This is an optimization exercise on Yosys and OpenROAD, whose aim is small area, a short achievable clock period and few clock cycles per item, not a production implementation. RTL that was checked went through simulation tests only; none was proved equivalent to the original. Power is estimated from default activity; no workload was simulated.

## raven
## conv_accel_top
module conv_accel_top (
    input  logic                       clk,
    input  logic                       rst,
    input  logic                       req_valid_i,
    input  logic [1:0]                 req_op_i,
    input  logic                       req_imm_i,
    input  logic [cnn_pkg::DATA_W-1:0] req_rj_i,
    input  logic [cnn_pkg::DATA_W-1:0] req_rk_i,
    output logic                       req_ready_o,
    output logic                       rsp_valid_o,
    output logic                       mem_valid_o,
    input  logic                       mem_ready_i,
    output logic [cnn_pkg::DATA_W-1:0] mem_addr_o,
    output logic                       mem_read_o,
    output logic [cnn_pkg::DATA_W-1:0] mem_wdata_o,
    input  logic                       mem_rsp_valid_i,
    input  logic [cnn_pkg::DATA_W-1:0] mem_rsp_rdata_i
);
Size: ~5100 cells after synthesis, roughly 790 flip-flops, roughly 170 I/O pins, about 0.050 sq mm of cells after synthesis.
Settings: LEC_CHECK=0, CAP_MARGIN=20, CORE_MARGIN=2, CORE_UTILIZATION=40, SLEW_MARGIN=20; clock period 10.0 ns.
standard.sh (not shown) runs the stock make flow with config.mk's settings and CLKGATE_MAP_FILE= SYNTH_SCRIPT=/design/flow/synth_recipe.tcl, a recipe that flattens the netlist after the stock synthesis.
==> flow/flow/run.sh <==
#!/bin/bash
# Standard layout, with timing repair aiming past the 10 ns clock's slack.
set -euo pipefail
bash standard.sh SETUP_SLACK_MARGIN=6.5 finish > make_finish.log 2>&1
> inputs changed (raven -> yarrow)
==> flow/run.sh (new file) <==
#!/bin/bash
# synth_recipe.tcl (not shown) runs the flow's synth.tcl, then flattens the netlist and writes it again
# the make line also repeats each setting of config.mk as NAME=value (left out here)
make -C /OpenROAD-flow-scripts/flow DESIGN_CONFIG=/design/flow/config.mk WORK_HOME=/design/flow/orfs CLKGATE_MAP_FILE= SYNTH_SCRIPT=/design/flow/synth_recipe.tcl finish
diff --git a/flow/config.mk b/flow/config.mk
--- a/flow/config.mk
+++ b/flow/config.mk
@@ -10,2 +10,3 @@
 export CORE_UTILIZATION = 40
+export SETUP_SLACK_MARGIN = 5
 export SLEW_MARGIN = 20
removed: flow/flow/run.sh
removed: flow/standard.sh
--- outcome ---
On count of clock-buffer cells in the layout: between yarrow and raven, it ends up higher for yarrow.
The shortest clock period the worst path allows after layout of yarrow exceeds that of raven by 700 ps.
Non-clock buffer count, yarrow and raven, lower one = yarrow.
The post-synthesis register bit count of yarrow and that of raven are within noise of each other.
Global-route usage: yarrow < raven
No functional check of the RTL was part of any run of this note.

========
Another version of the RTL of conv_accel_top (not shown whole).
For scale: about 4100 cells after synthesis, ~840 flip-flops, about 170 I/O pins, about 0.047 mm2 of cells after synthesis.
## conv_accel_top
module conv_accel_top (
    input  logic                       clk,
    input  logic                       rst,
    input  logic                       req_valid_i,
    input  logic [1:0]                 req_op_i,
    input  logic                       req_imm_i,
    input  logic [cnn_pkg::DATA_W-1:0] req_rj_i,
    input  logic [cnn_pkg::DATA_W-1:0] req_rk_i,
    output logic                       req_ready_o,
    output logic                       rsp_valid_o,
    output logic                       mem_valid_o,
    input  logic                       mem_ready_i,
    output logic [cnn_pkg::DATA_W-1:0] mem_addr_o,
    output logic                       mem_read_o,
    output logic [cnn_pkg::DATA_W-1:0] mem_wdata_o,
    input  logic                       mem_rsp_valid_i,
    input  logic [cnn_pkg::DATA_W-1:0] mem_rsp_rdata_i
);
    localparam int DW = cnn_pkg::DATA_W;
    localparam int AW = cnn_pkg::ADDR_W;
    localparam int LW = cnn_pkg::LEN_W;
    localparam int S  = cnn_pkg::WIN_WORDS;
    localparam int PW = cnn_pkg::POS_W;
    localparam int MB = cnn_pkg::MID_BITS;
    logic [AW-1:0]          src_q, dst_q;
    logic [LW-1:0]          n_q;
    logic [1:0]             km1_q;               
    logic [1:0]             kwm1_q;              
    logic [3:0][DW-1:0]     wt_q;
    logic                   busy_q;              
    logic                   rsp_q;
    logic [1:0]             keffm1_q;            
    logic [2:0]             wtodo_q;             
    logic [2:0]             wrsp_q;              
    logic [LW-1:0]          rtodo_q;             
    logic [AW-1:0]          rd_addr_q;           
    logic [AW-1:0]          wr_addr_q;           
    logic [AW-1:0]          addr_q;              
    logic [2:0]             used_q;              
    logic                   req_v_q, req_rd_q;   
    logic                   req_lastw_q;         
  ...
Settings: LEC_CHECK=0, CAP_MARGIN=20, CORE_MARGIN=2, CORE_UTILIZATION=40, SLEW_MARGIN=20; clock period 10.0 ns.
==> flow/flow/run.sh <==
#!/bin/bash
# Standard layout; ports buffered with a plain buffer, free cell resizing, and
# timing repair aiming past the 10 ns clock's slack.
set -euo pipefail
bash standard.sh SETUP_SLACK_MARGIN=6.8 MATCH_CELL_FOOTPRINT=0 "BUFFER_PORTS_ARGS=-buffer_cell sky130_fd_sc_hd__buf_4" finish > make_finish.log 2>&1
Testbench counts at the start, summed over its fixed seeds: cycles 8,990, items 2,528.
Rerun with:
==> flow/flow/run.sh (replaced) <==
#!/bin/bash
# Standard layout; ports buffered with a plain buffer, free cell resizing, and
# timing repair aiming past the 10 ns clock's slack.
set -euo pipefail
bash standard.sh SETUP_SLACK_MARGIN=6.5 MATCH_CELL_FOOTPRINT=0 "BUFFER_PORTS_ARGS=-buffer_cell sky130_fd_sc_hd__buf_4" finish > make_finish.log 2>&1
Effect: The changed run finished clean; worst setup slack degrades by 170 ps; cell area came out lower by 1.9%; clock power barely changes; worst hold slack is better by 9.3 ps; sequential cell count stays the same; first-iteration DRC count increases by 19%.

========
conv_accel_top, a different RTL version from the one above (not shown whole).
Size in the first run: roughly 3500 cells after synthesis, about 170 I/O pins, ~43000 µm² of cells after synthesis.
export LEC_CHECK = 0
export CAP_MARGIN = 20
export CORE_MARGIN = 2
export CORE_UTILIZATION = 40
export SLEW_MARGIN = 20
create_clock -name core_clock -period 10.0 [get_ports {clk}]
==> flow/flow/run.sh <==
#!/bin/bash
# Standard layout; ports buffered with a plain buffer, free cell resizing, and
# timing repair aiming past the 10 ns clock's slack.
set -euo pipefail
bash standard.sh SETUP_SLACK_MARGIN=6.6 MATCH_CELL_FOOTPRINT=0 "BUFFER_PORTS_ARGS=-buffer_cell sky130_fd_sc_hd__buf_1" finish > make_finish.log 2>&1
The first run produced a clean layout.
Testbench counts at the start, summed over its fixed seeds: cycles 8,990, items 2,528.
Then changed:
==> flow/flow/run.sh (replaced) <==
#!/bin/bash
# Standard layout; ports buffered with a plain buffer, free cell resizing, and
# timing repair aiming past the 10 ns clock's slack.
set -euo pipefail
bash standard.sh SETUP_SLACK_MARGIN=6.6 MATCH_CELL_FOOTPRINT=0 "BUFFER_PORTS_ARGS=-buffer_cell sky130_fd_sc_hd__buf_2" finish > make_finish.log 2>&1
=> The new run ran to the end with no violations. Utilization came out higher by 0.23 points. Global-route usage went up by 0.12 points. Critical path depth drops by 2.
Then changed:
==> flow/flow/run.sh (replaced) <==
#!/bin/bash
# Standard layout; ports buffered with a plain buffer, free cell resizing, and
# timing repair aiming past the 10 ns clock's slack.
set -euo pipefail
bash standard.sh SETUP_SLACK_MARGIN=6.6 MATCH_CELL_FOOTPRINT=0 "BUFFER_PORTS_ARGS=-buffer_cell sky130_fd_sc_hd__buf_1" finish > make_finish.log 2>&1
- CORE_UTILIZATION: 40 -> 55
The new run passed the timing, DRC and antenna checks.
Global-route usage climbs by 8.5 points.
Sequential share of layout area climbs by 0.59 points.
First-iteration DRC count drops by a little under a tenth.
Critical path depth climbs by 3.
Via count climbs by a few percent.
Design area drops slightly.
Register-to-register slack degrades by 0.14 ns.
Routed wire length climbs by a few percent.
Non-clock buffer count climbs by 6.
Worst setup slack degrades by 0.090 ns.
Combinational power is about the same.
Then changed:
==> flow/flow/run.sh (replaced) <==
#!/bin/bash
# Standard layout; ports buffered with a plain buffer, free cell resizing, and
# timing repair aiming past the 10 ns clock's slack.
set -euo pipefail
bash standard.sh SETUP_SLACK_MARGIN=6.6 MATCH_CELL_FOOTPRINT=0 "BUFFER_PORTS_ARGS=-buffer_cell sky130_fd_sc_hd__buf_4" finish > make_finish.log 2>&1
- CORE_UTILIZATION: 55 -> 40
Effect: Register-to-register slack improved by 0.13 ns; setup slack improved by 0.071 ns; first-iteration DRC count fell slightly; synthesized cell count is unchanged; clock power rose by a few percent; critical path depth fell by 3; area after synthesis does not change; hold slack improved by 0.0054 ns; sequential cell count does not change; non-clock buffer count fell by 9.

========
rev 12:
Starting RTL as in the previous note.
clock: 10.0 ns
lec_check: 0
cap_margin: 5
core_margin: 2
core_utilization: 40
slew_margin: 5
==> flow/flow/run.sh <==
#!/bin/bash
# Standard layout; ports buffered with a plain buffer, free cell resizing, and
# timing repair aiming past the 10 ns clock's slack.
set -euo pipefail
bash standard.sh SETUP_SLACK_MARGIN=6.6 MATCH_CELL_FOOTPRINT=0 "BUFFER_PORTS_ARGS=-buffer_cell sky130_fd_sc_hd__buf_1" finish > make_finish.log 2>&1
Testbench counts of rev 12, summed over its fixed seeds: cycles 8,990, items 2,528.
Setup changes, rev 12 to rev 13
- SLEW_MARGIN now 10, was 5
- CAP_MARGIN now 10, was 5
==> flow/flow/run.sh <==
#!/bin/bash
# Standard layout; ports buffered with a plain buffer, free cell resizing, and
# timing repair aiming past the 10 ns clock's slack.
set -euo pipefail
bash standard.sh SETUP_SLACK_MARGIN=6.7 MATCH_CELL_FOOTPRINT=0 "BUFFER_PORTS_ARGS=-buffer_cell sky130_fd_sc_hd__buf_1" finish > make_finish.log 2>&1
==> summary.txt <==
The lower achievable frequency came out of rev 12.
Compared rev 13 vs rev 12, and post-route worst hold slack is up in rev 13.
The number of clock-tree buffers in the layout in rev 13 sits 10 below the value recorded for rev 12.
Relative to rev 12, the placer's final routability congestion estimate measured on rev 13 has decreased slightly.
Instance area after placement essentially unchanged between rev 12 and rev 13.
Diff rev 12 -> rev 13 | transition at the pin with the smallest max-transition slack | increase of 120 ps
Final core utilization was higher in the run labelled rev 13.

-- separate check: timing with driven ports --
How much do the figures lean on ideal ports? The routed layouts below were timed once more, with nothing changed but the port constraints. Step 1 assumes that a clkbuf_16 drives the clock port and a buf_2 every other input. Step 2 times the ports against the registers' clock, not the clock port: input delays grow and output delays shrink by t, the midpoint of the rising clock arrivals with the driver on. a / b / c = no drivers / after step 1 / after step 2; a / b = the first two.
run | t (ns) | setup slack, ns | worst slew at a driven data input, ns | pins driven straight from the clock port
raven | 0.753 | 6.083 / 6.011 / 5.802 | 0.09 | 1
yarrow | 0.742 | 5.380 / 5.380 / 4.771 | 0.07 | 1
the first run of note 2 | 0.738 | 6.645 / 6.596 / 5.892 | 0.13 | 1
the second run of note 2 | 0.734 | 6.476 / 6.451 / 5.716 | 0.09 | 1
the first run of note 3 | 0.732 | 6.643 / 6.602 / 5.970 | 0.11 | 1
the second run of note 3 | 0.723 | 6.653 / 6.606 / 5.912 | 0.12 | 1
the third run of note 3 | 0.708 | 6.563 / 6.563 / 5.990 | 0.12 | 1
the fourth run of note 3 | 0.728 | 6.634 / 6.578 / 5.946 | 0.13 | 1
rev 12 | 0.734 | 6.658 / 6.588 / 6.009 | 0.12 | 1
rev 13 | 0.737 | 6.737 / 6.669 / 6.072 | 0.11 | 1
After both steps every run listed still meets setup and hold. For the second run of note 2, which loses most, drivers alone change the setup slack by -0.025 ns; drivers and shift together by -0.760 ns.
